Context: an optimization exercise on an open-source flow, tuned for small area, a short achievable clock period and few clock cycles per item. The choices shown serve that exercise and are no tape-out recipe. No functional check of the RTL was part of this run. Power figures rest on the tool's default switching activity, not on a simulated workload.

$ cat design/flow/design.v
package relu_pkg;
    localparam int NDIG = 9;
endpackage
module fa (input logic a, b, c, output logic s, co);
    assign s  = a ^ b ^ c;
    assign co = (a & b) | (a & c) | (b & c);
endmodule
module ha (input logic a, b, output logic s, co);
    assign s  = a ^ b;
    assign co = a & b;
endmodule
module mac_lane (
    input  logic        clk,
    input  logic        fire,   
    input  logic [17:0] x,
    input  logic [17:0] w,
    input  logic        keep_d0,  
    input  logic        keep_d1,  
    input  logic        mv,     
    output logic [16:0] res
);
    logic [8:0]  one_q, two_q, neg_q;    
    logic [17:0] w_q;
    logic        keep0, clr0, keep1, clr1;   
    logic [18:0] xe;
    assign xe = {x, 1'b0};
    always_ff @(posedge clk) begin
        for (int j = 0; j < 9; j++) begin
            one_q[j] <= fire && (xe[2*j+1] ^ xe[2*j]);
            two_q[j] <= fire && ((xe[2*j+2] && !xe[2*j+1] && !xe[2*j]) ||
                                 (!xe[2*j+2] && xe[2*j+1] && xe[2*j]));
            neg_q[j] <= fire && xe[2*j+2];
        end
        w_q <= w;
        keep0 <= keep_d0;
        clr0  <= !keep_d0;
        keep1 <= keep_d1;
        clr1  <= !keep_d1;
    end
    logic [43:0] acc0_q, acc0_d;
    logic [33:7] acc1_q, acc1_d;
    logic lc_q, lc_d;
    wire s0, c0;
    ha u_s0 (neg_q[6], (acc0_q[12] & keep0), s0, c0);
    wire s1, c1;
    ha u_s1 ((acc0_q[13] & keep0), (acc1_q[13] & ~clr0), s1, c1);
    wire s2, c2;
    fa u_s2 (neg_q[7], (acc0_q[14] & keep0), (acc1_q[14] & ~clr0), s2, c2);
    wire s3, c3;
    ha u_s3 ((((one_q[0] & w_q[14]) | (two_q[0] & w_q[13])) ^ neg_q[0]), (((one_q[1] & w_q[12]) | (two_q[1] & w_q[11])) ^ neg_q[1]), s3, c3);
    wire s4, c4;
    fa u_s4 ((acc0_q[15] & keep0), (acc1_q[15] & ~clr0), (((one_q[0] & w_q[15]) | (two_q[0] & w_q[14])) ^ neg_q[0]), s4, c4);
    wire s5, c5;
    ha u_s5 ((((one_q[1] & w_q[13]) | (two_q[1] & w_q[12])) ^ neg_q[1]), (((one_q[2] & w_q[11]) | (two_q[2] & w_q[10])) ^ neg_q[2]), s5, c5);
    wire s6, c6;
    fa u_s6 (neg_q[8], (acc0_q[16] & keep0), (acc1_q[16] & ~clr0), s6, c6);
    wire s7, c7;
    fa u_s7 ((((one_q[0] & w_q[16]) | (two_q[0] & w_q[15])) ^ neg_q[0]), (((one_q[1] & w_q[14]) | (two_q[1] & w_q[13])) ^ neg_q[1]), (((one_q[2] & w_q[12]) | (two_q[2] & w_q[11])) ^ neg_q[2]), s7, c7);
    wire s8, c8;
    ha u_s8 ((((one_q[3] & w_q[10]) | (two_q[3] & w_q[9])) ^ neg_q[3]), (((one_q[4] & w_q[8]) | (two_q[4] & w_q[7])) ^ neg_q[4]), s8, c8);
    wire s9, c9;
    fa u_s9 ((acc0_q[17] & keep0), (acc1_q[17] & ~clr0), (((one_q[0] & w_q[17]) | (two_q[0] & w_q[16])) ^ neg_q[0]), s9, c9);
    wire s10, c10;
    fa u_s10 ((((one_q[1] & w_q[15]) | (two_q[1] & w_q[14])) ^ neg_q[1]), (((one_q[2] & w_q[13]) | (two_q[2] & w_q[12])) ^ neg_q[2]), (((one_q[3] & w_q[11]) | (two_q[3] & w_q[10])) ^ neg_q[3]), s10, c10);
    wire s11, c11;
    ha u_s11 ((((one_q[4] & w_q[9]) | (two_q[4] & w_q[8])) ^ neg_q[4]), (((one_q[5] & w_q[7]) | (two_q[5] & w_q[6])) ^ neg_q[5]), s11, c11);
    wire s12, c12;
    assign s12 = ~((acc0_q[18] & keep0) ^ (acc1_q[18] & ~clr0));
    assign c12 = (acc0_q[18] & keep0) | (acc1_q[18] & ~clr0);
    wire s13, c13;
    fa u_s13 (~(((one_q[0] | two_q[0]) & w_q[17]) ^ neg_q[0]), (((one_q[1] & w_q[16]) | (two_q[1] & w_q[15])) ^ neg_q[1]), (((one_q[2] & w_q[14]) | (two_q[2] & w_q[13])) ^ neg_q[2]), s13, c13);
    wire s14, c14;
    fa u_s14 ((((one_q[3] & w_q[12]) | (two_q[3] & w_q[11])) ^ neg_q[3]), (((one_q[4] & w_q[10]) | (two_q[4] & w_q[9])) ^ neg_q[4]), (((one_q[5] & w_q[8]) | (two_q[5] & w_q[7])) ^ neg_q[5]), s14, c14);
    wire s15, c15;
    assign s15 = ~((acc0_q[19] & keep0) ^ (acc1_q[19] & ~clr0));
    assign c15 = (acc0_q[19] & keep0) | (acc1_q[19] & ~clr0);
    wire s16, c16;
    fa u_s16 ((((one_q[1] & w_q[17]) | (two_q[1] & w_q[16])) ^ neg_q[1]), (((one_q[2] & w_q[15]) | (two_q[2] & w_q[14])) ^ neg_q[2]), (((one_q[3] & w_q[13]) | (two_q[3] & w_q[12])) ^ neg_q[3]), s16, c16);
    wire s17, c17;
    ha u_s17 ((((one_q[4] & w_q[11]) | (two_q[4] & w_q[10])) ^ neg_q[4]), (((one_q[5] & w_q[9]) | (two_q[5] & w_q[8])) ^ neg_q[5]), s17, c17);
    wire s18, c18;
    fa u_s18 ((acc0_q[20] & keep0), (acc1_q[20] & ~clr0), ~(((one_q[1] | two_q[1]) & w_q[17]) ^ neg_q[1]), s18, c18);
    wire s19, c19;
    fa u_s19 ((((one_q[2] & w_q[16]) | (two_q[2] & w_q[15])) ^ neg_q[2]), (((one_q[3] & w_q[14]) | (two_q[3] & w_q[13])) ^ neg_q[3]), (((one_q[4] & w_q[12]) | (two_q[4] & w_q[11])) ^ neg_q[4]), s19, c19);
    wire s20, c20;
    assign s20 = ~((acc0_q[21] & keep0) ^ (acc1_q[21] & ~clr0));
    assign c20 = (acc0_q[21] & keep0) | (acc1_q[21] & ~clr0);
    wire s21, c21;
    ha u_s21 ((((one_q[2] & w_q[17]) | (two_q[2] & w_q[16])) ^ neg_q[2]), (((one_q[3] & w_q[15]) | (two_q[3] & w_q[14])) ^ neg_q[3]), s21, c21);
    wire s22, c22;
    fa u_s22 ((acc0_q[22] & keep1), (acc1_q[22] & ~clr1), ~(((one_q[2] | two_q[2]) & w_q[17]) ^ neg_q[2]), s22, c22);
    wire s23, c23;
    assign s23 = ~(acc0_q[23] & keep1);
    assign c23 = (acc0_q[23] & keep1);
    wire s24, c24;
    ha u_s24 ((acc0_q[7] & keep0), (acc1_q[7] & ~clr0), s24, c24);
    wire s25, c25;
    fa u_s25 (neg_q[4], (acc0_q[8] & keep0), (acc1_q[8] & ~clr0), s25, c25);
    wire s26, c26;
    ha u_s26 ((((one_q[0] & w_q[8]) | (two_q[0] & w_q[7])) ^ neg_q[0]), (((one_q[1] & w_q[6]) | (two_q[1] & w_q[5])) ^ neg_q[1]), s26, c26);
    wire s27, c27;
    fa u_s27 ((acc0_q[9] & keep0), (acc1_q[9] & ~clr0), (((one_q[0] & w_q[9]) | (two_q[0] & w_q[8])) ^ neg_q[0]), s27, c27);
    wire s28, c28;
    ha u_s28 ((((one_q[1] & w_q[7]) | (two_q[1] & w_q[6])) ^ neg_q[1]), (((one_q[2] & w_q[5]) | (two_q[2] & w_q[4])) ^ neg_q[2]), s28, c28);
    wire s29, c29;
    fa u_s29 (neg_q[5], (acc0_q[10] & keep0), (acc1_q[10] & ~clr0), s29, c29);
    wire s30, c30;
    fa u_s30 ((((one_q[0] & w_q[10]) | (two_q[0] & w_q[9])) ^ neg_q[0]), (((one_q[1] & w_q[8]) | (two_q[1] & w_q[7])) ^ neg_q[1]), (((one_q[2] & w_q[6]) | (two_q[2] & w_q[5])) ^ neg_q[2]), s30, c30);
    wire s31, c31;
    ha u_s31 ((((one_q[3] & w_q[4]) | (two_q[3] & w_q[3])) ^ neg_q[3]), (((one_q[4] & w_q[2]) | (two_q[4] & w_q[1])) ^ neg_q[4]), s31, c31);
    wire s32, c32;
    fa u_s32 ((acc0_q[11] & keep0), (acc1_q[11] & ~clr0), (((one_q[0] & w_q[11]) | (two_q[0] & w_q[10])) ^ neg_q[0]), s32, c32);
    wire s33, c33;
    fa u_s33 ((((one_q[1] & w_q[9]) | (two_q[1] & w_q[8])) ^ neg_q[1]), (((one_q[2] & w_q[7]) | (two_q[2] & w_q[6])) ^ neg_q[2]), (((one_q[3] & w_q[5]) | (two_q[3] & w_q[4])) ^ neg_q[3]), s33, c33);
    wire s34, c34;
    ha u_s34 ((((one_q[4] & w_q[3]) | (two_q[4] & w_q[2])) ^ neg_q[4]), (((one_q[5] & w_q[1]) | (two_q[5] & w_q[0])) ^ neg_q[5]), s34, c34);
    wire s35, c35;
    fa u_s35 ((acc1_q[12] & ~clr0), (((one_q[0] & w_q[12]) | (two_q[0] & w_q[11])) ^ neg_q[0]), (((one_q[1] & w_q[10]) | (two_q[1] & w_q[9])) ^ neg_q[1]), s35, c35);
    wire s36, c36;
    fa u_s36 ((((one_q[2] & w_q[8]) | (two_q[2] & w_q[7])) ^ neg_q[2]), (((one_q[3] & w_q[6]) | (two_q[3] & w_q[5])) ^ neg_q[3]), (((one_q[4] & w_q[4]) | (two_q[4] & w_q[3])) ^ neg_q[4]), s36, c36);
    wire s37, c37;
    fa u_s37 ((((one_q[5] & w_q[2]) | (two_q[5] & w_q[1])) ^ neg_q[5]), ((one_q[6] & w_q[0]) ^ neg_q[6]), s0, s37, c37);
    wire s38, c38;
    fa u_s38 ((((one_q[0] & w_q[13]) | (two_q[0] & w_q[12])) ^ neg_q[0]), (((one_q[1] & w_q[11]) | (two_q[1] & w_q[10])) ^ neg_q[1]), (((one_q[2] & w_q[9]) | (two_q[2] & w_q[8])) ^ neg_q[2]), s38, c38);
    wire s39, c39;
    fa u_s39 ((((one_q[3] & w_q[7]) | (two_q[3] & w_q[6])) ^ neg_q[3]), (((one_q[4] & w_q[5]) | (two_q[4] & w_q[4])) ^ neg_q[4]), (((one_q[5] & w_q[3]) | (two_q[5] & w_q[2])) ^ neg_q[5]), s39, c39);
    wire s40, c40;
    fa u_s40 ((((one_q[6] & w_q[1]) | (two_q[6] & w_q[0])) ^ neg_q[6]), c0, s1, s40, c40);
    wire s41, c41;
    fa u_s41 ((((one_q[2] & w_q[10]) | (two_q[2] & w_q[9])) ^ neg_q[2]), (((one_q[3] & w_q[8]) | (two_q[3] & w_q[7])) ^ neg_q[3]), (((one_q[4] & w_q[6]) | (two_q[4] & w_q[5])) ^ neg_q[4]), s41, c41);
    wire s42, c42;
    fa u_s42 ((((one_q[5] & w_q[4]) | (two_q[5] & w_q[3])) ^ neg_q[5]), (((one_q[6] & w_q[2]) | (two_q[6] & w_q[1])) ^ neg_q[6]), ((one_q[7] & w_q[0]) ^ neg_q[7]), s42, c42);
    wire s43, c43;
    fa u_s43 (c1, s2, s3, s43, c43);
    wire s44, c44;
    fa u_s44 ((((one_q[3] & w_q[9]) | (two_q[3] & w_q[8])) ^ neg_q[3]), (((one_q[4] & w_q[7]) | (two_q[4] & w_q[6])) ^ neg_q[4]), (((one_q[5] & w_q[5]) | (two_q[5] & w_q[4])) ^ neg_q[5]), s44, c44);
    wire s45, c45;
    fa u_s45 ((((one_q[6] & w_q[3]) | (two_q[6] & w_q[2])) ^ neg_q[6]), (((one_q[7] & w_q[1]) | (two_q[7] & w_q[0])) ^ neg_q[7]), c2, s45, c45);
    wire s46, c46;
    fa u_s46 (c3, s5, s4, s46, c46);
    wire s47, c47;
    fa u_s47 ((((one_q[5] & w_q[6]) | (two_q[5] & w_q[5])) ^ neg_q[5]), (((one_q[6] & w_q[4]) | (two_q[6] & w_q[3])) ^ neg_q[6]), (((one_q[7] & w_q[2]) | (two_q[7] & w_q[1])) ^ neg_q[7]), s47, c47);
    wire s48, c48;
    fa u_s48 (((one_q[8] & w_q[0]) ^ neg_q[8]), c5, s6, s48, c48);
    wire s49, c49;
    fa u_s49 (s8, c4, s7, s49, c49);
    wire s50, c50;
    fa u_s50 ((((one_q[6] & w_q[5]) | (two_q[6] & w_q[4])) ^ neg_q[6]), (((one_q[7] & w_q[3]) | (two_q[7] & w_q[2])) ^ neg_q[7]), (((one_q[8] & w_q[1]) | (two_q[8] & w_q[0])) ^ neg_q[8]), s50, c50);
    wire s51, c51;
    fa u_s51 (c6, c8, s11, s51, c51);
    wire s52, c52;
    fa u_s52 (c7, s9, s10, s52, c52);
    wire s53, c53;
    fa u_s53 ((((one_q[6] & w_q[6]) | (two_q[6] & w_q[5])) ^ neg_q[6]), (((one_q[7] & w_q[4]) | (two_q[7] & w_q[3])) ^ neg_q[7]), (((one_q[8] & w_q[2]) | (two_q[8] & w_q[1])) ^ neg_q[8]), s53, c53);
    wire s54, c54;
    fa u_s54 (c11, s12, c9, s54, c54);
    wire s55, c55;
    fa u_s55 (c10, s13, s14, s55, c55);
    wire s56, c56;
    fa u_s56 ((((one_q[6] & w_q[7]) | (two_q[6] & w_q[6])) ^ neg_q[6]), (((one_q[7] & w_q[5]) | (two_q[7] & w_q[4])) ^ neg_q[7]), (((one_q[8] & w_q[3]) | (two_q[8] & w_q[2])) ^ neg_q[8]), s56, c56);
    wire s57, c57;
    fa u_s57 (c12, s15, s17, s57, c57);
    wire s58, c58;
    fa u_s58 (c13, c14, s16, s58, c58);
    wire s59, c59;
    fa u_s59 ((((one_q[5] & w_q[10]) | (two_q[5] & w_q[9])) ^ neg_q[5]), (((one_q[6] & w_q[8]) | (two_q[6] & w_q[7])) ^ neg_q[6]), (((one_q[7] & w_q[6]) | (two_q[7] & w_q[5])) ^ neg_q[7]), s59, c59);
    wire s60, c60;
    fa u_s60 ((((one_q[8] & w_q[4]) | (two_q[8] & w_q[3])) ^ neg_q[8]), c15, c17, s60, c60);
    wire s61, c61;
    fa u_s61 (c16, s18, s19, s61, c61);
    wire s62, c62;
    fa u_s62 ((((one_q[4] & w_q[13]) | (two_q[4] & w_q[12])) ^ neg_q[4]), (((one_q[5] & w_q[11]) | (two_q[5] & w_q[10])) ^ neg_q[5]), (((one_q[6] & w_q[9]) | (two_q[6] & w_q[8])) ^ neg_q[6]), s62, c62);
    wire s63, c63;
    fa u_s63 ((((one_q[7] & w_q[7]) | (two_q[7] & w_q[6])) ^ neg_q[7]), (((one_q[8] & w_q[5]) | (two_q[8] & w_q[4])) ^ neg_q[8]), s20, s63, c63);
    wire s64, c64;
    fa u_s64 (s21, c18, c19, s64, c64);
    wire s65, c65;
    fa u_s65 ((((one_q[3] & w_q[16]) | (two_q[3] & w_q[15])) ^ neg_q[3]), (((one_q[4] & w_q[14]) | (two_q[4] & w_q[13])) ^ neg_q[4]), (((one_q[5] & w_q[12]) | (two_q[5] & w_q[11])) ^ neg_q[5]), s65, c65);
    wire s66, c66;
    fa u_s66 ((((one_q[6] & w_q[10]) | (two_q[6] & w_q[9])) ^ neg_q[6]), (((one_q[7] & w_q[8]) | (two_q[7] & w_q[7])) ^ neg_q[7]), (((one_q[8] & w_q[6]) | (two_q[8] & w_q[5])) ^ neg_q[8]), s66, c66);
    wire s67, c67;
    fa u_s67 (c20, c21, s22, s67, c67);
    wire s68, c68;
    fa u_s68 ((acc1_q[23] & ~clr1), (((one_q[3] & w_q[17]) | (two_q[3] & w_q[16])) ^ neg_q[3]), (((one_q[4] & w_q[15]) | (two_q[4] & w_q[14])) ^ neg_q[4]), s68, c68);
    wire s69, c69;
    fa u_s69 ((((one_q[5] & w_q[13]) | (two_q[5] & w_q[12])) ^ neg_q[5]), (((one_q[6] & w_q[11]) | (two_q[6] & w_q[10])) ^ neg_q[6]), (((one_q[7] & w_q[9]) | (two_q[7] & w_q[8])) ^ neg_q[7]), s69, c69);
    wire s70, c70;
    fa u_s70 ((((one_q[8] & w_q[7]) | (two_q[8] & w_q[6])) ^ neg_q[8]), s23, c22, s70, c70);
    wire s71, c71;
    fa u_s71 ((acc0_q[24] & keep1), (acc1_q[24] & ~clr1), ~(((one_q[3] | two_q[3]) & w_q[17]) ^ neg_q[3]), s71, c71);
    wire s72, c72;
    fa u_s72 ((((one_q[4] & w_q[16]) | (two_q[4] & w_q[15])) ^ neg_q[4]), (((one_q[5] & w_q[14]) | (two_q[5] & w_q[13])) ^ neg_q[5]), (((one_q[6] & w_q[12]) | (two_q[6] & w_q[11])) ^ neg_q[6]), s72, c72);
    wire s73, c73;
    fa u_s73 ((((one_q[7] & w_q[10]) | (two_q[7] & w_q[9])) ^ neg_q[7]), (((one_q[8] & w_q[8]) | (two_q[8] & w_q[7])) ^ neg_q[8]), c23, s73, c73);
    wire s74, c74;
    assign s74 = ~((acc0_q[25] & keep1) ^ (acc1_q[25] & ~clr1));
    assign c74 = (acc0_q[25] & keep1) | (acc1_q[25] & ~clr1);
    wire s75, c75;
    fa u_s75 ((((one_q[4] & w_q[17]) | (two_q[4] & w_q[16])) ^ neg_q[4]), (((one_q[5] & w_q[15]) | (two_q[5] & w_q[14])) ^ neg_q[5]), (((one_q[6] & w_q[13]) | (two_q[6] & w_q[12])) ^ neg_q[6]), s75, c75);
    wire s76, c76;
    ha u_s76 ((((one_q[7] & w_q[11]) | (two_q[7] & w_q[10])) ^ neg_q[7]), (((one_q[8] & w_q[9]) | (two_q[8] & w_q[8])) ^ neg_q[8]), s76, c76);
    wire s77, c77;
    fa u_s77 ((acc0_q[26] & keep1), (acc1_q[26] & ~clr1), ~(((one_q[4] | two_q[4]) & w_q[17]) ^ neg_q[4]), s77, c77);
    wire s78, c78;
    fa u_s78 ((((one_q[5] & w_q[16]) | (two_q[5] & w_q[15])) ^ neg_q[5]), (((one_q[6] & w_q[14]) | (two_q[6] & w_q[13])) ^ neg_q[6]), (((one_q[7] & w_q[12]) | (two_q[7] & w_q[11])) ^ neg_q[7]), s78, c78);
    wire s79, c79;
    assign s79 = ~((acc0_q[27] & keep1) ^ (acc1_q[27] & ~clr1));
    assign c79 = (acc0_q[27] & keep1) | (acc1_q[27] & ~clr1);
    wire s80, c80;
    ha u_s80 ((((one_q[5] & w_q[17]) | (two_q[5] & w_q[16])) ^ neg_q[5]), (((one_q[6] & w_q[15]) | (two_q[6] & w_q[14])) ^ neg_q[6]), s80, c80);
    wire s81, c81;
    fa u_s81 ((acc0_q[28] & keep1), (acc1_q[28] & ~clr1), ~(((one_q[5] | two_q[5]) & w_q[17]) ^ neg_q[5]), s81, c81);
    wire s82, c82;
    assign s82 = ~(acc0_q[29] & keep1);
    assign c82 = (acc0_q[29] & keep1);
    wire s83, c83;
    ha u_s83 (neg_q[2], (acc0_q[4] & keep0), s83, c83);
    wire s84, c84;
    ha u_s84 ((acc0_q[5] & keep0), (((one_q[0] & w_q[5]) | (two_q[0] & w_q[4])) ^ neg_q[0]), s84, c84);
    wire s85, c85;
    fa u_s85 (neg_q[3], (acc0_q[6] & keep0), (((one_q[0] & w_q[6]) | (two_q[0] & w_q[5])) ^ neg_q[0]), s85, c85);
    wire s86, c86;
    ha u_s86 ((((one_q[1] & w_q[4]) | (two_q[1] & w_q[3])) ^ neg_q[1]), (((one_q[2] & w_q[2]) | (two_q[2] & w_q[1])) ^ neg_q[2]), s86, c86);
    wire s87, c87;
    fa u_s87 ((lc_q & ~clr0), (((one_q[0] & w_q[7]) | (two_q[0] & w_q[6])) ^ neg_q[0]), (((one_q[1] & w_q[5]) | (two_q[1] & w_q[4])) ^ neg_q[1]), s87, c87);
    wire s88, c88;
    fa u_s88 ((((one_q[2] & w_q[3]) | (two_q[2] & w_q[2])) ^ neg_q[2]), (((one_q[3] & w_q[1]) | (two_q[3] & w_q[0])) ^ neg_q[3]), s24, s88, c88);
    wire s89, c89;
    fa u_s89 ((((one_q[2] & w_q[4]) | (two_q[2] & w_q[3])) ^ neg_q[2]), (((one_q[3] & w_q[2]) | (two_q[3] & w_q[1])) ^ neg_q[3]), ((one_q[4] & w_q[0]) ^ neg_q[4]), s89, c89);
    wire s90, c90;
    fa u_s90 (c24, s25, s26, s90, c90);
    wire s91, c91;
    fa u_s91 ((((one_q[3] & w_q[3]) | (two_q[3] & w_q[2])) ^ neg_q[3]), (((one_q[4] & w_q[1]) | (two_q[4] & w_q[0])) ^ neg_q[4]), c25, s91, c91);
    wire s92, c92;
    fa u_s92 (c26, s28, s27, s92, c92);
    wire s93, c93;
    fa u_s93 (((one_q[5] & w_q[0]) ^ neg_q[5]), c28, s29, s93, c93);
    wire s94, c94;
    fa u_s94 (s31, c27, s30, s94, c94);
    wire s95, c95;
    fa u_s95 (c29, c31, s34, s95, c95);
    wire s96, c96;
    fa u_s96 (c30, s32, s33, s96, c96);
    wire s97, c97;
    fa u_s97 (c34, c32, c33, s97, c97);
    wire s98, c98;
    fa u_s98 (s35, s36, s37, s98, c98);
    wire s99, c99;
    fa u_s99 (c35, c36, s38, s99, c99);
    wire s100, c100;
    fa u_s100 (s39, c37, s40, s100, c100);
    wire s101, c101;
    fa u_s101 (c38, c39, s41, s101, c101);
    wire s102, c102;
    fa u_s102 (s42, c40, s43, s102, c102);
    wire s103, c103;
    fa u_s103 (c41, c42, s44, s103, c103);
    wire s104, c104;
    fa u_s104 (s45, c43, s46, s104, c104);
    wire s105, c105;
    fa u_s105 (c44, s47, c45, s105, c105);
    wire s106, c106;
    fa u_s106 (s48, c46, s49, s106, c106);
    wire s107, c107;
    fa u_s107 (c47, s50, c48, s107, c107);
    wire s108, c108;
    fa u_s108 (s51, c49, s52, s108, c108);
    wire s109, c109;
    fa u_s109 (c50, s53, c51, s109, c109);
    wire s110, c110;
    fa u_s110 (s54, c52, s55, s110, c110);
    wire s111, c111;
    fa u_s111 (c53, s56, s57, s111, c111);
    wire s112, c112;
    fa u_s112 (c54, c55, s58, s112, c112);
    wire s113, c113;
    fa u_s113 (c56, s59, s60, s113, c113);
    wire s114, c114;
    fa u_s114 (c57, c58, s61, s114, c114);
    wire s115, c115;
    fa u_s115 (c59, s62, c60, s115, c115);
    wire s116, c116;
    fa u_s116 (s63, s64, c61, s116, c116);
    wire s117, c117;
    fa u_s117 (c62, s65, s66, s117, c117);
    wire s118, c118;
    fa u_s118 (c63, c64, s67, s118, c118);
    wire s119, c119;
    fa u_s119 (c65, c66, s68, s119, c119);
    wire s120, c120;
    fa u_s120 (s69, s70, c67, s120, c120);
    wire s121, c121;
    fa u_s121 (c68, c69, s71, s121, c121);
    wire s122, c122;
    fa u_s122 (s72, s73, c70, s122, c122);
    wire s123, c123;
    fa u_s123 (s74, s76, c71, s123, c123);
    wire s124, c124;
    fa u_s124 (c72, s75, c73, s124, c124);
    wire s125, c125;
    fa u_s125 ((((one_q[8] & w_q[10]) | (two_q[8] & w_q[9])) ^ neg_q[8]), c74, c76, s125, c125);
    wire s126, c126;
    fa u_s126 (c75, s77, s78, s126, c126);
    wire s127, c127;
    fa u_s127 ((((one_q[7] & w_q[13]) | (two_q[7] & w_q[12])) ^ neg_q[7]), (((one_q[8] & w_q[11]) | (two_q[8] & w_q[10])) ^ neg_q[8]), s79, s127, c127);
    wire s128, c128;
    fa u_s128 (s80, c77, c78, s128, c128);
    wire s129, c129;
    fa u_s129 ((((one_q[6] & w_q[16]) | (two_q[6] & w_q[15])) ^ neg_q[6]), (((one_q[7] & w_q[14]) | (two_q[7] & w_q[13])) ^ neg_q[7]), (((one_q[8] & w_q[12]) | (two_q[8] & w_q[11])) ^ neg_q[8]), s129, c129);
    wire s130, c130;
    fa u_s130 (c79, c80, s81, s130, c130);
    wire s131, c131;
    fa u_s131 ((acc1_q[29] & ~clr1), (((one_q[6] & w_q[17]) | (two_q[6] & w_q[16])) ^ neg_q[6]), (((one_q[7] & w_q[15]) | (two_q[7] & w_q[14])) ^ neg_q[7]), s131, c131);
    wire s132, c132;
    fa u_s132 ((((one_q[8] & w_q[13]) | (two_q[8] & w_q[12])) ^ neg_q[8]), s82, c81, s132, c132);
    wire s133, c133;
    fa u_s133 ((acc0_q[30] & keep1), (acc1_q[30] & ~clr1), ~(((one_q[6] | two_q[6]) & w_q[17]) ^ neg_q[6]), s133, c133);
    wire s134, c134;
    fa u_s134 ((((one_q[7] & w_q[16]) | (two_q[7] & w_q[15])) ^ neg_q[7]), (((one_q[8] & w_q[14]) | (two_q[8] & w_q[13])) ^ neg_q[8]), c82, s134, c134);
    wire s135, c135;
    assign s135 = ~((acc0_q[31] & keep1) ^ (acc1_q[31] & ~clr1));
    assign c135 = (acc0_q[31] & keep1) | (acc1_q[31] & ~clr1);
    wire s136, c136;
    ha u_s136 ((((one_q[7] & w_q[17]) | (two_q[7] & w_q[16])) ^ neg_q[7]), (((one_q[8] & w_q[15]) | (two_q[8] & w_q[14])) ^ neg_q[8]), s136, c136);
    wire s137, c137;
    fa u_s137 ((acc0_q[32] & keep1), (acc1_q[32] & ~clr1), ~(((one_q[7] | two_q[7]) & w_q[17]) ^ neg_q[7]), s137, c137);
    wire s138, c138;
    assign s138 = ~(acc0_q[33] & keep1);
    assign c138 = (acc0_q[33] & keep1);
    wire s139, c139;
    ha u_s139 (neg_q[1], (acc0_q[2] & keep0), s139, c139);
    wire s140, c140;
    ha u_s140 ((acc0_q[3] & keep0), (((one_q[0] & w_q[3]) | (two_q[0] & w_q[2])) ^ neg_q[0]), s140, c140);
    wire s141, c141;
    fa u_s141 ((((one_q[0] & w_q[4]) | (two_q[0] & w_q[3])) ^ neg_q[0]), (((one_q[1] & w_q[2]) | (two_q[1] & w_q[1])) ^ neg_q[1]), ((one_q[2] & w_q[0]) ^ neg_q[2]), s141, c141);
    wire s142, c142;
    fa u_s142 ((((one_q[1] & w_q[3]) | (two_q[1] & w_q[2])) ^ neg_q[1]), (((one_q[2] & w_q[1]) | (two_q[2] & w_q[0])) ^ neg_q[2]), c83, s142, c142);
    wire s143, c143;
    fa u_s143 (((one_q[3] & w_q[0]) ^ neg_q[3]), c84, s86, s143, c143);
    wire s144, c144;
    fa u_s144 (c86, c85, s87, s144, c144);
    wire s145, c145;
    fa u_s145 (c87, s89, c88, s145, c145);
    wire s146, c146;
    fa u_s146 (c89, s91, c90, s146, c146);
    wire s147, c147;
    fa u_s147 (c91, s93, c92, s147, c147);
    wire s148, c148;
    fa u_s148 (c93, s95, c94, s148, c148);
    wire s149, c149;
    fa u_s149 (c95, s97, c96, s149, c149);
    wire s150, c150;
    fa u_s150 (c97, s99, c98, s150, c150);
    wire s151, c151;
    fa u_s151 (c99, s101, c100, s151, c151);
    wire s152, c152;
    fa u_s152 (c101, s103, c102, s152, c152);
    wire s153, c153;
    fa u_s153 (c103, s105, c104, s153, c153);
    wire s154, c154;
    fa u_s154 (c105, s107, c106, s154, c154);
    wire s155, c155;
    fa u_s155 (c107, s109, c108, s155, c155);
    wire s156, c156;
    fa u_s156 (c109, s111, c110, s156, c156);
    wire s157, c157;
    fa u_s157 (s113, c111, c112, s157, c157);
    wire s158, c158;
    fa u_s158 (s115, c113, s116, s158, c158);
    wire s159, c159;
    fa u_s159 (s117, c115, c116, s159, c159);
    wire s160, c160;
    fa u_s160 (c117, s119, s120, s160, c160);
    wire s161, c161;
    fa u_s161 (c119, s121, s122, s161, c161);
    wire s162, c162;
    fa u_s162 (s123, c121, s124, s162, c162);
    wire s163, c163;
    fa u_s163 (s125, c123, s126, s163, c163);
    wire s164, c164;
    fa u_s164 (c125, s127, s128, s164, c164);
    wire s165, c165;
    fa u_s165 (s129, c127, c128, s165, c165);
    wire s166, c166;
    fa u_s166 (c129, s131, s132, s166, c166);
    wire s167, c167;
    fa u_s167 (c131, s133, s134, s167, c167);
    wire s168, c168;
    fa u_s168 (s135, s136, c133, s168, c168);
    wire s169, c169;
    fa u_s169 ((((one_q[8] & w_q[16]) | (two_q[8] & w_q[15])) ^ neg_q[8]), c135, c136, s169, c169);
    wire s170, c170;
    fa u_s170 ((acc1_q[33] & ~clr1), (((one_q[8] & w_q[17]) | (two_q[8] & w_q[16])) ^ neg_q[8]), s138, s170, c170);
    wire s171, c171;
    ha u_s171 ((acc0_q[34] & keep1), ~(((one_q[8] | two_q[8]) & w_q[17]) ^ neg_q[8]), s171, c171);
    wire s172, c172;
    ha u_s172 (neg_q[0], (acc0_q[0] & keep0), s172, c172);
    wire s173, c173;
    ha u_s173 ((acc0_q[1] & keep0), (((one_q[0] & w_q[1]) | (two_q[0] & w_q[0])) ^ neg_q[0]), s173, c173);
    wire s174, c174;
    fa u_s174 ((((one_q[0] & w_q[2]) | (two_q[0] & w_q[1])) ^ neg_q[0]), ((one_q[1] & w_q[0]) ^ neg_q[1]), s139, s174, c174);
    wire s175, c175;
    fa u_s175 ((((one_q[1] & w_q[1]) | (two_q[1] & w_q[0])) ^ neg_q[1]), c139, s140, s175, c175);
    wire s176, c176;
    fa u_s176 (s83, c140, s141, s176, c176);
    wire s177, c177;
    fa u_s177 (s84, c141, s142, s177, c177);
    wire s178, c178;
    fa u_s178 (s85, c142, s143, s178, c178);
    wire s179, c179;
    fa u_s179 (s88, c143, s144, s179, c179);
    wire s180, c180;
    fa u_s180 (s90, c144, s145, s180, c180);
    wire s181, c181;
    fa u_s181 (s92, c145, s146, s181, c181);
    wire s182, c182;
    fa u_s182 (s94, c146, s147, s182, c182);
    wire s183, c183;
    fa u_s183 (s96, c147, s148, s183, c183);
    wire s184, c184;
    fa u_s184 (s98, c148, s149, s184, c184);
    wire s185, c185;
    fa u_s185 (s100, c149, s150, s185, c185);
    wire s186, c186;
    fa u_s186 (s102, c150, s151, s186, c186);
    wire s187, c187;
    fa u_s187 (s104, c151, s152, s187, c187);
    wire s188, c188;
    fa u_s188 (s106, c152, s153, s188, c188);
    wire s189, c189;
    fa u_s189 (s108, c153, s154, s189, c189);
    wire s190, c190;
    fa u_s190 (s110, c154, s155, s190, c190);
    wire s191, c191;
    fa u_s191 (s112, c155, s156, s191, c191);
    wire s192, c192;
    fa u_s192 (s114, c156, s157, s192, c192);
    wire s193, c193;
    fa u_s193 (c114, c157, s158, s193, c193);
    wire s194, c194;
    fa u_s194 (s118, s159, c158, s194, c194);
    wire s195, c195;
    fa u_s195 (c118, c159, s160, s195, c195);
    wire s196, c196;
    fa u_s196 (c120, s161, c160, s196, c196);
    wire s197, c197;
    fa u_s197 (c122, s162, c161, s197, c197);
    wire s198, c198;
    fa u_s198 (c124, s163, c162, s198, c198);
    wire s199, c199;
    fa u_s199 (c126, s164, c163, s199, c199);
    wire s200, c200;
    fa u_s200 (s130, s165, c164, s200, c200);
    wire s201, c201;
    fa u_s201 (c130, c165, s166, s201, c201);
    wire s202, c202;
    fa u_s202 (c132, s167, c166, s202, c202);
    wire s203, c203;
    fa u_s203 (c134, s168, c167, s203, c203);
    wire s204, c204;
    fa u_s204 (s137, s169, c168, s204, c204);
    wire s205, c205;
    fa u_s205 (c137, s170, c169, s205, c205);
    wire s206, c206;
    fa u_s206 (c138, s171, c170, s206, c206);
    wire s207, c207;
    assign s207 = ~((acc0_q[35] & keep1) ^ c171);
    assign c207 = (acc0_q[35] & keep1) | c171;
    wire s208, c208;
    assign s208 = ~(acc0_q[36] & keep1);
    assign c208 = (acc0_q[36] & keep1);
    wire s209, c209;
    assign s209 = ~(acc0_q[37] & keep1);
    assign c209 = (acc0_q[37] & keep1);
    wire s210, c210;
    assign s210 = ~(acc0_q[38] & keep1);
    assign c210 = (acc0_q[38] & keep1);
    wire s211, c211;
    assign s211 = ~(acc0_q[39] & keep1);
    assign c211 = (acc0_q[39] & keep1);
    wire s212, c212;
    assign s212 = ~(acc0_q[40] & keep1);
    assign c212 = (acc0_q[40] & keep1);
    wire s213, c213;
    assign s213 = ~(acc0_q[41] & keep1);
    assign c213 = (acc0_q[41] & keep1);
    wire s214, c214;
    assign s214 = ~(acc0_q[42] & keep1);
    assign c214 = (acc0_q[42] & keep1);
    wire s215, c215;
    assign s215 = ~(acc0_q[43] & keep1);
    assign c215 = (acc0_q[43] & keep1);
    assign acc0_d[7] = s179;
    assign acc1_d[7] = c178;
    assign acc0_d[8] = s180;
    assign acc1_d[8] = c179;
    assign acc0_d[9] = s181;
    assign acc1_d[9] = c180;
    assign acc0_d[10] = s182;
    assign acc1_d[10] = c181;
    assign acc0_d[11] = s183;
    assign acc1_d[11] = c182;
    assign acc0_d[12] = s184;
    assign acc1_d[12] = c183;
    assign acc0_d[13] = s185;
    assign acc1_d[13] = c184;
    assign acc0_d[14] = s186;
    assign acc1_d[14] = c185;
    assign acc0_d[15] = s187;
    assign acc1_d[15] = c186;
    assign acc0_d[16] = s188;
    assign acc1_d[16] = c187;
    assign acc0_d[17] = s189;
    assign acc1_d[17] = c188;
    assign acc0_d[18] = s190;
    assign acc1_d[18] = c189;
    assign acc0_d[19] = s191;
    assign acc1_d[19] = c190;
    assign acc0_d[20] = s192;
    assign acc1_d[20] = c191;
    assign acc0_d[21] = s193;
    assign acc1_d[21] = c192;
    assign acc0_d[22] = s194;
    assign acc1_d[22] = c193;
    assign acc0_d[23] = s195;
    assign acc1_d[23] = c194;
    assign acc0_d[24] = s196;
    assign acc1_d[24] = c195;
    assign acc0_d[25] = s197;
    assign acc1_d[25] = c196;
    assign acc0_d[26] = s198;
    assign acc1_d[26] = c197;
    assign acc0_d[27] = s199;
    assign acc1_d[27] = c198;
    assign acc0_d[28] = s200;
    assign acc1_d[28] = c199;
    assign acc0_d[29] = s201;
    assign acc1_d[29] = c200;
    assign acc0_d[30] = s202;
    assign acc1_d[30] = c201;
    assign acc0_d[31] = s203;
    assign acc1_d[31] = c202;
    assign acc0_d[32] = s204;
    assign acc1_d[32] = c203;
    assign acc0_d[33] = s205;
    assign acc1_d[33] = c204;
    wire [6:0] lo_a, lo_b;
    assign lo_a[0] = ((one_q[0] & w_q[0]) ^ neg_q[0]);
    assign lo_b[0] = s172;
    assign lo_a[1] = s173;
    assign lo_b[1] = c172;
    assign lo_a[2] = s174;
    assign lo_b[2] = c173;
    assign lo_a[3] = s175;
    assign lo_b[3] = c174;
    assign lo_a[4] = s176;
    assign lo_b[4] = c175;
    assign lo_a[5] = s177;
    assign lo_b[5] = c176;
    assign lo_a[6] = s178;
    assign lo_b[6] = c177;
    assign {lc_d, acc0_d[6:0]} = {1'b0, lo_a} + {1'b0, lo_b};
    wire [43:34] hi_a, hi_b;
    assign hi_a[34] = s206;
    assign hi_b[34] = c205;
    assign hi_a[35] = s207;
    assign hi_b[35] = c206;
    assign hi_a[36] = s208;
    assign hi_b[36] = c207;
    assign hi_a[37] = s209;
    assign hi_b[37] = c208;
    assign hi_a[38] = s210;
    assign hi_b[38] = c209;
    assign hi_a[39] = s211;
    assign hi_b[39] = c210;
    assign hi_a[40] = s212;
    assign hi_b[40] = c211;
    assign hi_a[41] = s213;
    assign hi_b[41] = c212;
    assign hi_a[42] = s214;
    assign hi_b[42] = c213;
    assign hi_a[43] = s215;
    assign hi_b[43] = c214;
    assign acc0_d[43:34] = hi_a + hi_b;
    always_ff @(posedge clk) begin
        acc0_q <= acc0_d;
        acc1_q <= acc1_d;
        lc_q   <= lc_d;
    end
    wire [43:7] pg, gg;
    assign pg[7] = acc0_q[7] | acc1_q[7];
    assign gg[7] = acc0_q[7] & acc1_q[7];
    assign pg[8] = acc0_q[8] | acc1_q[8];
    assign gg[8] = acc0_q[8] & acc1_q[8];
    assign pg[9] = acc0_q[9] | acc1_q[9];
    assign gg[9] = acc0_q[9] & acc1_q[9];
    assign pg[10] = acc0_q[10] | acc1_q[10];
    assign gg[10] = acc0_q[10] & acc1_q[10];
    assign pg[11] = acc0_q[11] | acc1_q[11];
    assign gg[11] = acc0_q[11] & acc1_q[11];
    assign pg[12] = acc0_q[12] | acc1_q[12];
    assign gg[12] = acc0_q[12] & acc1_q[12];
    assign pg[13] = acc0_q[13] | acc1_q[13];
    assign gg[13] = acc0_q[13] & acc1_q[13];
    assign pg[14] = acc0_q[14] | acc1_q[14];
    assign gg[14] = acc0_q[14] & acc1_q[14];
    assign pg[15] = acc0_q[15] | acc1_q[15];
    assign gg[15] = acc0_q[15] & acc1_q[15];
    assign pg[16] = acc0_q[16] | acc1_q[16];
    assign gg[16] = acc0_q[16] & acc1_q[16];
    assign pg[17] = acc0_q[17] | acc1_q[17];
    assign gg[17] = acc0_q[17] & acc1_q[17];
    ha u_pg18 (acc0_q[18], acc1_q[18], pg[18], gg[18]);
    ha u_pg19 (acc0_q[19], acc1_q[19], pg[19], gg[19]);
    ha u_pg20 (acc0_q[20], acc1_q[20], pg[20], gg[20]);
    ha u_pg21 (acc0_q[21], acc1_q[21], pg[21], gg[21]);
    ha u_pg22 (acc0_q[22], acc1_q[22], pg[22], gg[22]);
    ha u_pg23 (acc0_q[23], acc1_q[23], pg[23], gg[23]);
    ha u_pg24 (acc0_q[24], acc1_q[24], pg[24], gg[24]);
    ha u_pg25 (acc0_q[25], acc1_q[25], pg[25], gg[25]);
    ha u_pg26 (acc0_q[26], acc1_q[26], pg[26], gg[26]);
    ha u_pg27 (acc0_q[27], acc1_q[27], pg[27], gg[27]);
    ha u_pg28 (acc0_q[28], acc1_q[28], pg[28], gg[28]);
    ha u_pg29 (acc0_q[29], acc1_q[29], pg[29], gg[29]);
    ha u_pg30 (acc0_q[30], acc1_q[30], pg[30], gg[30]);
    ha u_pg31 (acc0_q[31], acc1_q[31], pg[31], gg[31]);
    ha u_pg32 (acc0_q[32], acc1_q[32], pg[32], gg[32]);
    ha u_pg33 (acc0_q[33], acc1_q[33], pg[33], gg[33]);
    assign pg[34] = acc0_q[34];
    assign gg[34] = 1'b0;
    assign pg[35] = acc0_q[35];
    assign gg[35] = 1'b0;
    assign pg[36] = acc0_q[36];
    assign gg[36] = 1'b0;
    assign pg[37] = acc0_q[37];
    assign gg[37] = 1'b0;
    assign pg[38] = acc0_q[38];
    assign gg[38] = 1'b0;
    assign pg[39] = acc0_q[39];
    assign gg[39] = 1'b0;
    assign pg[40] = acc0_q[40];
    assign gg[40] = 1'b0;
    assign pg[41] = acc0_q[41];
    assign gg[41] = 1'b0;
    assign pg[42] = acc0_q[42];
    assign gg[42] = 1'b0;
    assign pg[43] = acc0_q[43];
    assign gg[43] = 1'b0;
    wire gl_16_17 = gg[17] | (pg[17] & gg[16]);
    wire pl_16_17 = pg[17] & pg[16];
    wire gl_15_17 = gl_16_17 | (pl_16_17 & gg[15]);
    wire pl_15_17 = pl_16_17 & pg[15];
    wire gl_13_14 = gg[14] | (pg[14] & gg[13]);
    wire pl_13_14 = pg[14] & pg[13];
    wire gl_12_14 = gl_13_14 | (pl_13_14 & gg[12]);
    wire pl_12_14 = pl_13_14 & pg[12];
    wire gl_12_17 = gl_15_17 | (pl_15_17 & gl_12_14);
    wire pl_12_17 = pl_15_17 & pl_12_14;
    wire gl_10_11 = gg[11] | (pg[11] & gg[10]);
    wire pl_10_11 = pg[11] & pg[10];
    wire gl_9_11 = gl_10_11 | (pl_10_11 & gg[9]);
    wire pl_9_11 = pl_10_11 & pg[9];
    wire gl_7_8 = gg[8] | (pg[8] & gg[7]);
    wire pl_7_8 = pg[8] & pg[7];
    wire gl_7_11 = gl_9_11 | (pl_9_11 & gl_7_8);
    wire pl_7_11 = pl_9_11 & pl_7_8;
    wire gl_7_17 = gl_12_17 | (pl_12_17 & gl_7_11);
    wire pl_7_17 = pl_12_17 & pl_7_11;
    wire cin18 = gl_7_17 | (pl_7_17 & lc_q);
    wire gs0_1 = gg[19] | (pg[19] & gg[18]);
    wire ps0_1 = pg[19] & pg[18];
    wire gs0_3 = gg[21] | (pg[21] & gg[20]);
    wire ps0_3 = pg[21] & pg[20];
    wire gs0_5 = gg[23] | (pg[23] & gg[22]);
    wire ps0_5 = pg[23] & pg[22];
    wire gs0_7 = gg[25] | (pg[25] & gg[24]);
    wire ps0_7 = pg[25] & pg[24];
    wire gs0_9 = gg[27] | (pg[27] & gg[26]);
    wire ps0_9 = pg[27] & pg[26];
    wire gs0_11 = gg[29] | (pg[29] & gg[28]);
    wire ps0_11 = pg[29] & pg[28];
    wire gs0_13 = gg[31] | (pg[31] & gg[30]);
    wire ps0_13 = pg[31] & pg[30];
    wire gs0_15 = gg[33] | (pg[33] & gg[32]);
    wire ps0_15 = pg[33] & pg[32];
    wire gs0_17 = gg[35] | (pg[35] & gg[34]);
    wire ps0_17 = pg[35] & pg[34];
    wire gs0_19 = gg[37] | (pg[37] & gg[36]);
    wire ps0_19 = pg[37] & pg[36];
    wire gs0_21 = gg[39] | (pg[39] & gg[38]);
    wire ps0_21 = pg[39] & pg[38];
    wire gs0_23 = gg[41] | (pg[41] & gg[40]);
    wire ps0_23 = pg[41] & pg[40];
    wire gs1_2 = gg[20] | (pg[20] & gs0_1);
    wire ps1_2 = pg[20] & ps0_1;
    wire gs1_3 = gs0_3 | (ps0_3 & gs0_1);
    wire ps1_3 = ps0_3 & ps0_1;
    wire gs1_6 = gg[24] | (pg[24] & gs0_5);
    wire ps1_6 = pg[24] & ps0_5;
    wire gs1_7 = gs0_7 | (ps0_7 & gs0_5);
    wire ps1_7 = ps0_7 & ps0_5;
    wire gs1_10 = gg[28] | (pg[28] & gs0_9);
    wire ps1_10 = pg[28] & ps0_9;
    wire gs1_11 = gs0_11 | (ps0_11 & gs0_9);
    wire ps1_11 = ps0_11 & ps0_9;
    wire gs1_14 = gg[32] | (pg[32] & gs0_13);
    wire ps1_14 = pg[32] & ps0_13;
    wire gs1_15 = gs0_15 | (ps0_15 & gs0_13);
    wire ps1_15 = ps0_15 & ps0_13;
    wire gs1_18 = gg[36] | (pg[36] & gs0_17);
    wire ps1_18 = pg[36] & ps0_17;
    wire gs1_19 = gs0_19 | (ps0_19 & gs0_17);
    wire ps1_19 = ps0_19 & ps0_17;
    wire gs1_22 = gg[40] | (pg[40] & gs0_21);
    wire ps1_22 = pg[40] & ps0_21;
    wire gs1_23 = gs0_23 | (ps0_23 & gs0_21);
    wire ps1_23 = ps0_23 & ps0_21;
    wire gs2_4 = gg[22] | (pg[22] & gs1_3);
    wire ps2_4 = pg[22] & ps1_3;
    wire gs2_5 = gs0_5 | (ps0_5 & gs1_3);
    wire ps2_5 = ps0_5 & ps1_3;
    wire gs2_6 = gs1_6 | (ps1_6 & gs1_3);
    wire ps2_6 = ps1_6 & ps1_3;
    wire gs2_7 = gs1_7 | (ps1_7 & gs1_3);
    wire ps2_7 = ps1_7 & ps1_3;
    wire gs2_12 = gg[30] | (pg[30] & gs1_11);
    wire ps2_12 = pg[30] & ps1_11;
    wire gs2_13 = gs0_13 | (ps0_13 & gs1_11);
    wire ps2_13 = ps0_13 & ps1_11;
    wire gs2_14 = gs1_14 | (ps1_14 & gs1_11);
    wire ps2_14 = ps1_14 & ps1_11;
    wire gs2_15 = gs1_15 | (ps1_15 & gs1_11);
    wire ps2_15 = ps1_15 & ps1_11;
    wire gs2_20 = gg[38] | (pg[38] & gs1_19);
    wire ps2_20 = pg[38] & ps1_19;
    wire gs2_21 = gs0_21 | (ps0_21 & gs1_19);
    wire ps2_21 = ps0_21 & ps1_19;
    wire gs2_22 = gs1_22 | (ps1_22 & gs1_19);
    wire ps2_22 = ps1_22 & ps1_19;
    wire gs2_23 = gs1_23 | (ps1_23 & gs1_19);
    wire ps2_23 = ps1_23 & ps1_19;
    wire gs3_8 = gg[26] | (pg[26] & gs2_7);
    wire ps3_8 = pg[26] & ps2_7;
    wire gs3_9 = gs0_9 | (ps0_9 & gs2_7);
    wire ps3_9 = ps0_9 & ps2_7;
    wire gs3_10 = gs1_10 | (ps1_10 & gs2_7);
    wire ps3_10 = ps1_10 & ps2_7;
    wire gs3_11 = gs1_11 | (ps1_11 & gs2_7);
    wire ps3_11 = ps1_11 & ps2_7;
    wire gs3_12 = gs2_12 | (ps2_12 & gs2_7);
    wire ps3_12 = ps2_12 & ps2_7;
    wire gs3_13 = gs2_13 | (ps2_13 & gs2_7);
    wire ps3_13 = ps2_13 & ps2_7;
    wire gs3_14 = gs2_14 | (ps2_14 & gs2_7);
    wire ps3_14 = ps2_14 & ps2_7;
    wire gs3_15 = gs2_15 | (ps2_15 & gs2_7);
    wire ps3_15 = ps2_15 & ps2_7;
    wire gs3_24 = gg[42] | (pg[42] & gs2_23);
    wire ps3_24 = pg[42] & ps2_23;
    wire gs4_16 = gg[34] | (pg[34] & gs3_15);
    wire ps4_16 = pg[34] & ps3_15;
    wire gs4_17 = gs0_17 | (ps0_17 & gs3_15);
    wire ps4_17 = ps0_17 & ps3_15;
    wire gs4_18 = gs1_18 | (ps1_18 & gs3_15);
    wire ps4_18 = ps1_18 & ps3_15;
    wire gs4_19 = gs1_19 | (ps1_19 & gs3_15);
    wire ps4_19 = ps1_19 & ps3_15;
    wire gs4_20 = gs2_20 | (ps2_20 & gs3_15);
    wire ps4_20 = ps2_20 & ps3_15;
    wire gs4_21 = gs2_21 | (ps2_21 & gs3_15);
    wire ps4_21 = ps2_21 & ps3_15;
    wire gs4_22 = gs2_22 | (ps2_22 & gs3_15);
    wire ps4_22 = ps2_22 & ps3_15;
    wire gs4_23 = gs2_23 | (ps2_23 & gs3_15);
    wire ps4_23 = ps2_23 & ps3_15;
    wire gs4_24 = gs3_24 | (ps3_24 & gs3_15);
    wire ps4_24 = ps3_24 & ps3_15;
    wire [43:18] cy, sum;
    assign cy[18] = cin18;
    assign cy[19] = gg[18] | (pg[18] & cin18);
    assign cy[20] = gs0_1 | (ps0_1 & cin18);
    assign cy[21] = gs1_2 | (ps1_2 & cin18);
    assign cy[22] = gs1_3 | (ps1_3 & cin18);
    assign cy[23] = gs2_4 | (ps2_4 & cin18);
    assign cy[24] = gs2_5 | (ps2_5 & cin18);
    assign cy[25] = gs2_6 | (ps2_6 & cin18);
    assign cy[26] = gs2_7 | (ps2_7 & cin18);
    assign cy[27] = gs3_8 | (ps3_8 & cin18);
    assign cy[28] = gs3_9 | (ps3_9 & cin18);
    assign cy[29] = gs3_10 | (ps3_10 & cin18);
    assign cy[30] = gs3_11 | (ps3_11 & cin18);
    assign cy[31] = gs3_12 | (ps3_12 & cin18);
    assign cy[32] = gs3_13 | (ps3_13 & cin18);
    assign cy[33] = gs3_14 | (ps3_14 & cin18);
    assign cy[34] = gs3_15 | (ps3_15 & cin18);
    assign cy[35] = gs4_16 | (ps4_16 & cin18);
    assign cy[36] = gs4_17 | (ps4_17 & cin18);
    assign cy[37] = gs4_18 | (ps4_18 & cin18);
    assign cy[38] = gs4_19 | (ps4_19 & cin18);
    assign cy[39] = gs4_20 | (ps4_20 & cin18);
    assign cy[40] = gs4_21 | (ps4_21 & cin18);
    assign cy[41] = gs4_22 | (ps4_22 & cin18);
    assign cy[42] = gs4_23 | (ps4_23 & cin18);
    assign cy[43] = gs4_24 | (ps4_24 & cin18);
    assign sum = pg[43:18] ^ cy;
    logic [16:0] act;
    always_comb begin
        if (sum[43])          act = 17'd0;
        else if (|sum[42:35]) act = 17'h1ffff;
        else                    act = sum[34:18];
    end
    always_ff @(posedge clk) begin
        if (mv) res <= act;
    end
endmodule
module relu_neuron_array
#(
    parameter int N          = 18,
    parameter int LANES      = 4,
    parameter int K_MAX      = 256,
    parameter int SHIFT      = 18,
    parameter int LEAK_SHIFT = 3
) (
    input  logic                 clk,
    input  logic                 rst,
    input  logic                 in_valid,
    output logic                 in_ready,
    input  logic                 in_last,
    input  logic [N-1:0]         in_x,
    input  logic [LANES*N-1:0]   in_w,
    output logic                 out_valid,
    input  logic                 out_ready,
    output logic [LANES*N-1:0]   out_data,
    output logic                 err_ovf
);
    logic [7:0]      cnt_q;       
    logic            b_q;         
    logic            bc_q;        
    logic            start_q;     
    logic            p_q;         
    logic            v_q;         
    logic            err_q;
    logic fire, close, mv, keep_d;
    logic rdy_q, p_d, v_d;
    assign in_ready = rdy_q;
    assign fire     = in_valid && rdy_q;
    assign close    = fire && (in_last || (&cnt_q));
    assign mv       = p_q && (!v_q || out_ready);
    assign p_d      = bc_q || (p_q && !mv);
    assign v_d      = mv || (v_q && !out_ready);
    assign keep_d   = !(fire && (b_q ? bc_q : start_q));
    always_ff @(posedge clk or negedge rst) begin
        if (!rst) begin
            cnt_q   <= '0;
            b_q     <= 1'b0;
            bc_q    <= 1'b0;
            start_q <= 1'b1;
            rdy_q   <= 1'b1;
            p_q     <= 1'b0;
            v_q     <= 1'b0;
            err_q   <= 1'b0;
        end else begin
            if (close)      cnt_q <= '0;
            else if (fire)  cnt_q <= cnt_q + 8'd1;
            if (close && !in_last) err_q <= 1'b1;
            b_q  <= fire;
            bc_q <= close;
            if (b_q) start_q <= bc_q;
            p_q  <= p_d;
            v_q  <= v_d;
            rdy_q <= !((close && (v_d || p_d)) || (p_d && v_d));
        end
    end
    for (genvar i = 0; i < LANES; i++) begin : g_lane
        mac_lane u_lane (
            .clk  (clk),
            .fire (fire),
            .x    (in_x),
            .w    (in_w[i*N +: N]),
            .keep_d0 (keep_d),
            .keep_d1 (keep_d),
            .mv   (mv),
            .res  (out_data[i*N +: N-1])
        );
        assign out_data[i*N+N-1] = 1'b0;
    end
    assign out_valid = v_q;
    assign err_ovf   = err_q;
endmodule
$ cat design/flow/standard.sh
#!/bin/bash
# synth_recipe.tcl (not shown) runs the flow's synth.tcl, then flattens the netlist and writes it again
# the make line also repeats each setting of config.mk as NAME=value (left out here)
make -C /OpenROAD-flow-scripts/flow DESIGN_CONFIG=/design/flow/config.mk WORK_HOME=/design/flow/orfs CLKGATE_MAP_FILE= SYNTH_SCRIPT=/design/flow/synth_recipe.tcl "${@:-finish}"
$ cat design/flow/config.mk
export PLATFORM = sky130hd
export DESIGN_NAME = relu_neuron_array
export DESIGN_NICKNAME = relu_neuron_array
export VERILOG_FILES = /design/flow/design.v
export SDC_FILE = /design/flow/constraint.sdc
export NUM_CORES = 4
export LEC_CHECK = 0
export CAP_MARGIN = 20
export CORE_MARGIN = 2
export CORE_UTILIZATION = 65
export CTS_BUF_LIST = sky130_fd_sc_hd__clkbuf_4 sky130_fd_sc_hd__clkbuf_8
export SLEW_MARGIN = 20
export SYNTH_HIERARCHICAL = 1
export SYNTH_MINIMUM_KEEP_SIZE = 0
$ cat design/flow/constraint.sdc
create_clock -name core_clock -period 10.0 [get_ports {clk}]
set_input_delay 2.0000 -clock core_clock [delete_from_list [all_inputs] [get_ports {clk}]]
set_output_delay 2.0000 -clock core_clock [all_outputs]
set_load 0.01 [all_outputs]
$ cat design/flow/flow/run.sh
#!/bin/bash
cp standard.sh standard.sh.log
bash standard.sh finish SETUP_SLACK_MARGIN=6.6 "BUFFER_PORTS_ARGS=-buffer_cell sky130_fd_sc_hd__buf_2" > standard.log 2>&1
==> run notes <==
- Dpl hpwl: 90.30 mm
- WL final: 129.4 mm
- Number of CTS-inserted buffers: 100
- GR Layer Usage met3: 6.061%
- Gate Count Post-Synth: 4,764
- First-pass GRT wire length: 206.1 mm
- Hold buffers post-CTS: 0
- Number of distinct library cells after synthesis: 63
- Leading cell type in the layout, fill and taps excluded: xnor2_1
- Crit-path max FO: 2
- GR peak layer: met2
- Die area: 80,380 µm²
- Final Worst Setup Slack: 6.604 ns
- Crit-path leading delay family: flip-flops
- Hold slack final: 0.4718 ns
- Initial drt markers: 3,130
- VDD IR max: 356.8 µV
- Root Driver: clkbuf_8
- RSZ-0062 raised after global routing: true
- FMAX: 0.2944 GHz
- H-tree depth reported by CTS: 3
- Setup TNS Final: 0 ns
- Met2 Use GR: 51.92%
- Initial core utilization: 65.66%
- Syn Area/Cell: 10.66 µm²
- Clock skew: 0.05631 ns
- Post-Syn Area: 50,780 µm²
- Layout cells sized above 1: 17.05%
- Commonest cells after routing, fill and taps aside: 694 x xnor2_1, 670 x fa_1, 586 x a22oi_1
- Die width: 283.5 µm
- DR vias: 36,160
- Register area: 12,590 µm²
- R2r startpoint: g_lane[1].u_lane.w_q[17]
- Hold wc startpoint: err_q
- CP arrival: 1.40 ns
- Max-slew headroom: 40.68%
- PortBufs: 165
- Hold Vio Cnt, Final: 0
- Layout net count: 5,869
- Crit path buffers/inverters: 1
- Area of the multi-input gates: 37,010 µm²
- Die H: 283.5 µm
- Power Dens Cells: 354.4 nW/µm²
- Critical path, cell by cell: buf_6
- Post-synth top flop: dfxtp_1
- Sequential share of the synthesized area: 23.84%
- GP Congestion: 0.9101
- Fill count: 5,699
- Floorplan row count: 102
- Number of max-cap violations: 0
- Worst-skew pair later-pin latency: 0.77 ns
- Fin. max-slew vios: 0
- Ys Warns: 8
- Fin crit share: 33.96%
- Worst-Margin Slew: 0.8899 ns
- Met1 Track Usage GR: 44.55%
- Hold Crit Class: reg2reg
- Setup crit start kind: flip-flop
- LEAKAGE: 22.69 nW
- Synth async-reset ratio: 2.646%
- CP max stage cell: dfstp_2
- Post-synth EDFFs: 68
- Pre-Repair DR Iteration Count: 9
- Clock Pin Slew Worst Setup and Hold Paths: 0.06 ns
- CTS tree: done
- Pre-CTS setup slack: 6.048 ns
- Final count of negative-setup-slack endpoints: 0
- Wire length per cell: 21.77 µm
- Req. time, crit path: 8.00 ns
- Ports: 170
- Core area: 77,340 µm²
- Nature of the critical path endpoint: output port
- Max Buffers Root-to-Sink: 3
- Vias in the first global route: 37,280
- Crit path kind: reg2out
- ANT nets after route: 0
- Grt ovf: 0
- Number of remaining DRC errors: 0
- Largest stage delay on the critical path: 0.54 ns
- Initial antenna violation count: 7
- Tot GR Track Use: 32.19%
- Clk sinks: 567
- Avg Vias per Cell: 6.084
- Status: timing/DRC/antenna clean
- Fin crit period: 3.396 ns
- Area Overhead vs Synth: 11.03%
- Yosys reg bits: 567
- Worst setup path startpoint: rdy_q
- Largest net degree at the start of global routing: 107
==> modules after synthesis (local to each module, per instance) <==
module             copies in the design  cells  flops+latches
fa                                  696      1              0
relu_neuron_array                     1     68             15
ha                                  160      1              0
mac_lane                              4    960            138
==> synthesized netlist by cell type, drive strengths merged, types with 6 or more instances <==
cell / n / area share (%)
a211oi: 8 / 0.16
a21o: 55 / 0.81
a21oi: 62 / 0.61
a221oi: 8 / 0.28
a22oi: 616 / 9.1
a311oi: 8 / 0.19
a31oi: 20 / 0.30
and2: 213 / 2.6
buf: 120 / 0.94
clkbuf: 284 / 2.1
dfrtp: 13 / 0.64
dfxtp: 484 / 19
edfxtp: 68 / 4.0
fa: 704 / 28
ha: 257 / 6.3
inv: 171 / 1.3
nand2: 222 / 1.6
nand2b: 46 / 0.57
nand3: 29 / 0.31
nand4: 13 / 0.16
nor2: 88 / 0.65
nor2b: 101 / 1.2
nor3: 24 / 0.26
nor4: 9 / 0.11
o2111ai: 12 / 0.34
o21a: 60 / 0.89
o21ai: 114 / 1.1
o21bai: 36 / 0.53
o22ai: 12 / 0.20
o31a: 12 / 0.21
o31ai: 6 / 0.12
or3: 13 / 0.16
xnor2: 706 / 12
xor2: 125 / 2.2
==> state kept, by name, indices dropped and copies added, names as in the netlist <==
name and count:
rdy_q 1, bc_q 1, err_q 1, g_lane.u_lane.neg_q 36, g_lane.u_lane.w_q 72, g_lane.u_lane.acc1_q 108, g_lane.u_lane.lc_q 4, start_q 1
g_lane.u_lane.clr1 4, b_q 1, g_lane.u_lane.res 68, g_lane.u_lane.keep1 4, g_lane.u_lane.two_q 36, v_q 1, g_lane.u_lane.one_q 36, g_lane.u_lane.acc0_q 176
p_q 1, g_lane.u_lane.clr0 4, g_lane.u_lane.keep0 4, cnt_q 8
==> path summary, 6_finish.rpt <==
kind                                                to  slack, ns  depth (start not counted)
max                                           in_ready       6.60                          1
min                                              err_q       0.47                          1
max reg2reg                g_lane[1].u_lane.acc0_q[21]       6.62                          8
min reg2reg                                      err_q       0.47                          1
max in group asynchronous                      start_q       8.57                          1
min in group asynchronous                     cnt_q[0]       1.13                          1
==> layer usage <==
metal,up-vias,wire length [µm]
li1,16270,-
met2,1478,61550
met5,-,23
met3,293,10350
met4,4,3683
met1,18110,53750
==> report_power, final <==
part	total (mW)	switching (mW)	internal, mW	leakage [nW]
Sequential	4.21	0.746	3.46	4.95
Combinational	13.3	6.97	6.38	16.5
Clock	2.42	1.05	1.37	1.21
==> logic make-up (layout without fill, tap and decap cells) <==
kind of cell	Yosys count	in the layout	share of synthesized area (%)
other	1	10	0.007384
AO/OA/AOI/OAI	1055	1055	15.34
XOR/XNOR	831	831	14.39
adder cells (fa/ha/maj)	962	962	34.10
AND/OR/NAND/NOR	767	767	7.857
multiplexers	6	6	0.1601
buffers and inverters	575	705	4.299
flip-flops	567	567	23.84
==> cell type report <==
cell class	instances	share of cell area, %
multi-input combinational	3625	65.65
timing repair buffer	348	4.523
tap	1040	2.308
clock buffer	151	3.331
antenna	6	0.02663
sequential	567	22.34
clock inverter	35	0.6901
inverter	171	1.138
==> timing repair <==
action,4_1_cts,5_1_grt
resized for setup,236,182
gates cloned,0,3
setup endpoints to repair,135,110
setup buffers,63,71
endpoints found under the hold margin,0,0
pin swaps,6,60
==> through the flow <==
| stage | util, % | area, µm² | power [mW] | instances |
|---|---|---|---|---|
| 6_report | 72.90 | 56380 | 19.98 | 5943 |
| 5_1_grt | 72.90 | 56380 | 22.36 | 5941 |
| 4_1_cts | 71.24 | 55100 | 20.01 | 5862 |
| 3_5_place_dp | 66.98 | 51800 | 17.38 | 5613 |
| 3_3_place_gp | 66.98 | 51800 | 16.83 | 5613 |
| 2_1_floorplan | - | 51110 | 14.11 | 4767 |

[port drivers added, routing unchanged]
The flow's constraints put no driver on any port. The routed layout listed below was extracted and timed again, unchanged, in two steps. Step 1: set_driving_cell puts a clkbuf_16 on clk and a buf_2 on each other input, an assumption about the parent block. Step 2 also shifts input and output timing later by t, the mid clock arrival at the registers, as if the neighbouring blocks saw the same clock. Slacks: ideal ports / drivers / drivers and shift; pairs: ideal ports / drivers.
t, ns: 0.803
setup slack, ns: 6.604 / 6.541 / 6.286
hold WS [ns]: 0.472 / 0.472 / 0.472
After both steps setup and hold are still met in this run. For this run, drivers alone change the setup slack by -0.063 ns; drivers and shift together by -0.318 ns.
